Context: an optimization exercise on an open-source flow, tuned for small area, a short achievable clock period and few clock cycles. The choices shown serve that exercise and are no tape-out recipe. Function was checked by simulation only, so behaviour that the tests miss may differ from the original. Power is estimated from default activity; no workload was simulated.

Setup of v37:
// kruskal_minimum_spanning_tree
module kruskal_minimum_spanning_tree #(
  parameter int MAX_NODES   = kmst_pkg::MaxNodes,
  parameter int MAX_EDGES   = kmst_pkg::MaxEdges,
  parameter int WEIGHT_BITS = kmst_pkg::WeightBits,
  localparam int NodeW = $clog2(MAX_NODES),
  localparam int CntW  = $clog2(MAX_EDGES + 1),
  localparam int EdW   = 2 * NodeW + WEIGHT_BITS
) (
  input  logic                                 clk_i,
  input  logic                                 rst_ni,
  input  logic                                 psel,
  input  logic                                 penable,
  input  logic                                 pwrite,
  input  logic [kmst_pkg::AddrW-1:0]           paddr,
  input  logic [kmst_pkg::DataW-1:0]           pwdata,
  output logic [kmst_pkg::DataW-1:0]           prdata,
  output logic                                 pready,
  input  logic                                 in_valid_i,
  output logic                                 in_stall_o,
  input  logic [NodeW-1:0]                     first_node_i,
  input  logic [NodeW-1:0]                     second_node_i,
  input  logic signed [WEIGHT_BITS-1:0]        weight_i,
  input  logic                                 last_edge_i,
  output logic                                 out_valid_o,
  input  logic                                 out_stall_i,
  output logic [NodeW-1:0]                     tree_first_node_o,
  output logic [NodeW-1:0]                     tree_second_node_o,
  output logic signed [kmst_pkg::TotalW-1:0]   total_weight_o,
  output logic                                 is_total_o,
  output logic                                 overflow_o,
  output logic                                 last_o
);
make LEC_CHECK=0 CAP_MARGIN=20 CELL_PAD_IN_SITES_DETAIL_PLACEMENT=1 CELL_PAD_IN_SITES_GLOBAL_PLACEMENT=2 CORE_MARGIN=2 CORE_UTILIZATION=45 CTS_BUF_LIST='sky130_fd_sc_hd__clkbuf_4 sky130_fd_sc_hd__clkbuf_8' CTS_CLUSTER_SIZE=20 SETUP_SLACK_MARGIN=3.75 SLEW_MARGIN=20 finish   # period 7.0 ns
run.sh (not shown) runs the stock make flow with config.mk's settings and CLKGATE_MAP_FILE= SYNTH_SCRIPT=/design/flow/synth_recipe.tcl, a recipe that flattens the netlist after the stock synthesis.
v37 finished end to end and its layout was clean on timing, DRC and antenna.
Testbench counts of v37, summed over its fixed seeds: cycles 5,175.
## Diff of input files: v11 against v37
# v37
export LEC_CHECK = 0
export CAP_MARGIN = 20
export CELL_PAD_IN_SITES_DETAIL_PLACEMENT = 1
export CELL_PAD_IN_SITES_GLOBAL_PLACEMENT = 2
export CORE_MARGIN = 2
export CORE_UTILIZATION = 45
export CTS_BUF_LIST = sky130_fd_sc_hd__clkbuf_4 sky130_fd_sc_hd__clkbuf_8
export CTS_CLUSTER_SIZE = 20
export SETUP_SLACK_MARGIN = 3.75
export SLEW_MARGIN = 20
create_clock -name core_clock -period 7.0 [get_ports {clk_i}]
# v11
export LEC_CHECK = 0
export CAP_MARGIN = 20
export CELL_PAD_IN_SITES_DETAIL_PLACEMENT = 1
export CELL_PAD_IN_SITES_GLOBAL_PLACEMENT = 2
export CORE_MARGIN = 2
export CORE_UTILIZATION = 40
export CTS_BUF_LIST = sky130_fd_sc_hd__clkbuf_4 sky130_fd_sc_hd__clkbuf_8
export CTS_CLUSTER_SIZE = 20
export SETUP_SLACK_MARGIN = 4.0
export SLEW_MARGIN = 20
create_clock -name core_clock -period 7.0 [get_ports {clk_i}]
==> comparison <==
Against v37 as the reference, v11 delivers a lower starting density of the core.
Changes observed in v11 relative to v37: sequential power share now sits lower, sequential share of the synthesized area now sits at about the same level.
Looking at portion of the clock cycle consumed by the worst path in the final layout, v11 sits 0.46 points lower than v37 does.
Diff v37..v11 | mapped cell area | unchanged
v11 against v37: non-clock buffer count up 134; tap cell count rose 415; total wire length shows an increase of about 6%.
Looking at number of buffers inserted by post-CTS setup repair, v11 sits 90 higher than v37 does.
Inputs modified between v11 and v41:
# v11
export LEC_CHECK = 0
export CAP_MARGIN = 20
export CELL_PAD_IN_SITES_DETAIL_PLACEMENT = 1
export CELL_PAD_IN_SITES_GLOBAL_PLACEMENT = 2
export CORE_MARGIN = 2
export CORE_UTILIZATION = 40
export CTS_BUF_LIST = sky130_fd_sc_hd__clkbuf_4 sky130_fd_sc_hd__clkbuf_8
export CTS_CLUSTER_SIZE = 20
export SETUP_SLACK_MARGIN = 4.0
export SLEW_MARGIN = 20
create_clock -name core_clock -period 7.0 [get_ports {clk_i}]
# v41
export LEC_CHECK = 0
export CAP_MARGIN = 20
export CELL_PAD_IN_SITES_DETAIL_PLACEMENT = 1
export CELL_PAD_IN_SITES_GLOBAL_PLACEMENT = 2
export CORE_MARGIN = 2
export CORE_UTILIZATION = 40
export CTS_BUF_LIST = sky130_fd_sc_hd__clkbuf_4 sky130_fd_sc_hd__clkbuf_8
export CTS_CLUSTER_SIZE = 20
export SETUP_SLACK_MARGIN = 3.75
export SLEW_MARGIN = 20
create_clock -name core_clock -period 7.0 [get_ports {clk_i}]
Vias: v41 below v11
In v41 the placed wire-length estimate after detailed placement turned out 2800 microns lower than in v11.
Compared with v11, in v41 post-route total power fell 0.0014 W, end-of-flow core utilization decreased 1.0 points.

Setup of alpha:
kruskal_minimum_spanning_tree, a different RTL version from the one above (not shown whole).
For scale: about 14000 cells after synthesis, roughly 140 I/O pins, about 0.11 sq mm of cells after synthesis.
make LEC_CHECK=0 CAP_MARGIN=20 CORE_MARGIN=2 CORE_UTILIZATION=40 CTS_BUF_LIST='sky130_fd_sc_hd__clkbuf_4 sky130_fd_sc_hd__clkbuf_8' CTS_CLUSTER_SIZE=20 SETUP_SLACK_MARGIN=3.6 SLEW_MARGIN=20 finish   # period 7.0 ns
alpha | stages: all done | timing, DRC, antenna: all pass
Testbench counts of alpha, summed over its fixed seeds: cycles 5,175.
The following lists how beta was set up differently from alpha:
- swapping 40 for 35 in CORE_UTILIZATION
- putting CELL_PAD_IN_SITES_GLOBAL_PLACEMENT at 2 where nothing was set
- putting CELL_PAD_IN_SITES_DETAIL_PLACEMENT at 1 where nothing was set
Notes after the runs:
beta vs alpha, final cell area excluding filler cells went up by about 1.8%. As far as number of standard cells after synthesis goes, alpha and beta are indistinguishable; the numbers are identical. Number of violations of the max-capacitance limit delta (beta -> alpha): insignificant. Cmp beta and alpha / post-route core utilization / higher: alpha. Share of cell area taken by flip-flops and latches for beta: 0.62 points down relative to alpha. Looking at setup clock skew after layout, beta sits 0.061 ns lower than alpha does. beta reached the final stage; the timing, DRC and antenna checks on its layout passed. Comparing beta against alpha, there is no change at all in area share of xor/xnor cells in the synthesized design.

Another version of the RTL of kruskal_minimum_spanning_tree (not shown whole).
For scale: roughly 14,000 cells after synthesis, about 140 I/O pins, about 120,000 sq um of cells after synthesis.
// kruskal_minimum_spanning_tree
module kruskal_minimum_spanning_tree #(
  parameter int MAX_NODES   = kmst_pkg::MaxNodes,
  parameter int MAX_EDGES   = kmst_pkg::MaxEdges,
  parameter int WEIGHT_BITS = kmst_pkg::WeightBits,
  localparam int NodeW = $clog2(MAX_NODES),
  localparam int CntW  = $clog2(MAX_EDGES + 1),
  localparam int EdW   = 2 * NodeW + WEIGHT_BITS
) (
  input  logic                                 clk_i,
  input  logic                                 rst_ni,
  input  logic                                 psel,
  input  logic                                 penable,
  input  logic                                 pwrite,
  input  logic [kmst_pkg::AddrW-1:0]           paddr,
  input  logic [kmst_pkg::DataW-1:0]           pwdata,
  output logic [kmst_pkg::DataW-1:0]           prdata,
  output logic                                 pready,
  input  logic                                 in_valid_i,
  output logic                                 in_stall_o,
  input  logic [NodeW-1:0]                     first_node_i,
  input  logic [NodeW-1:0]                     second_node_i,
  input  logic signed [WEIGHT_BITS-1:0]        weight_i,
  input  logic                                 last_edge_i,
  output logic                                 out_valid_o,
  input  logic                                 out_stall_i,
  output logic [NodeW-1:0]                     tree_first_node_o,
  output logic [NodeW-1:0]                     tree_second_node_o,
  output logic signed [kmst_pkg::TotalW-1:0]   total_weight_o,
  output logic                                 is_total_o,
  output logic                                 overflow_o,
  output logic                                 last_o
);
Settings: LEC_CHECK=0, CAP_MARGIN=20, CELL_PAD_IN_SITES_DETAIL_PLACEMENT=1, CELL_PAD_IN_SITES_GLOBAL_PLACEMENT=2, CORE_MARGIN=2, CORE_UTILIZATION=40, CTS_BUF_LIST=sky130_fd_sc_hd__clkbuf_4 sky130_fd_sc_hd__clkbuf_8, CTS_CLUSTER_SIZE=20, SETUP_SLACK_MARGIN=4.0, SLEW_MARGIN=20; clock period 7.0 ns.
The starting point finished clean.
Testbench counts at the start, summed over its fixed seeds: cycles 5,175.
==> next run, changes <==
Settings changed: SETUP_SLACK_MARGIN 4.0 to 3.75.
The changed run ran to the end with no violations. Total power fell by 3.7%. Core utilization fell by 1.6 points. Worst hold slack loses 0.048 ns. Routed wire length fell by 3.8%. Sequential power stays flat. Clock-buffer cell count fell by 3. Die area stays the same. Via count fell by 1.6%. Clock power barely changes.

[re-timing with driven ports]
No port has a modelled driver above. Below, the same layouts with a new extraction and two added sets of constraints.
Step 1 (the two cells are an assumption about what drives the block):
set clk [get_ports {clk_i}]
set_driving_cell -lib_cell sky130_fd_sc_hd__clkbuf_16 $clk
set_driving_cell -lib_cell sky130_fd_sc_hd__buf_2 [delete_from_list [all_inputs] $clk]
Step 2 adds t to the input delays and takes it off the output delays; t is the mean of the earliest and latest rising clock arrival at the registers after step 1. Input paths then give back, and output paths get back, about the clock's delay inside the block.
Slacks: ideal / step 1 / step 2; pairs: ideal / step 1.
run | t, ns | setup WS [ns] | worst data-port slew with drivers (ns)
v37 | 1.210 | 3.469 / 3.366 / 2.224 | 0.37
v11 | 1.219 | 3.501 / 3.399 / 2.245 | 0.43
v41 | 1.188 | 3.505 / 3.406 / 2.349 | 0.33
alpha | 1.167 | 3.337 / 3.337 / 2.291 | 0.37
beta | 1.233 | 3.431 / 3.295 / 2.062 | 0.36
the first run of note 3 | 1.233 | 3.558 / 3.506 / 2.273 | 0.52
the second run of note 3 | 1.208 | 3.543 / 3.469 / 2.261 | 0.40
After both steps every run listed still meets setup and hold. The setup slack of beta, which loses most, moves by -0.136 ns with the drivers and by -1.369 ns with both steps.
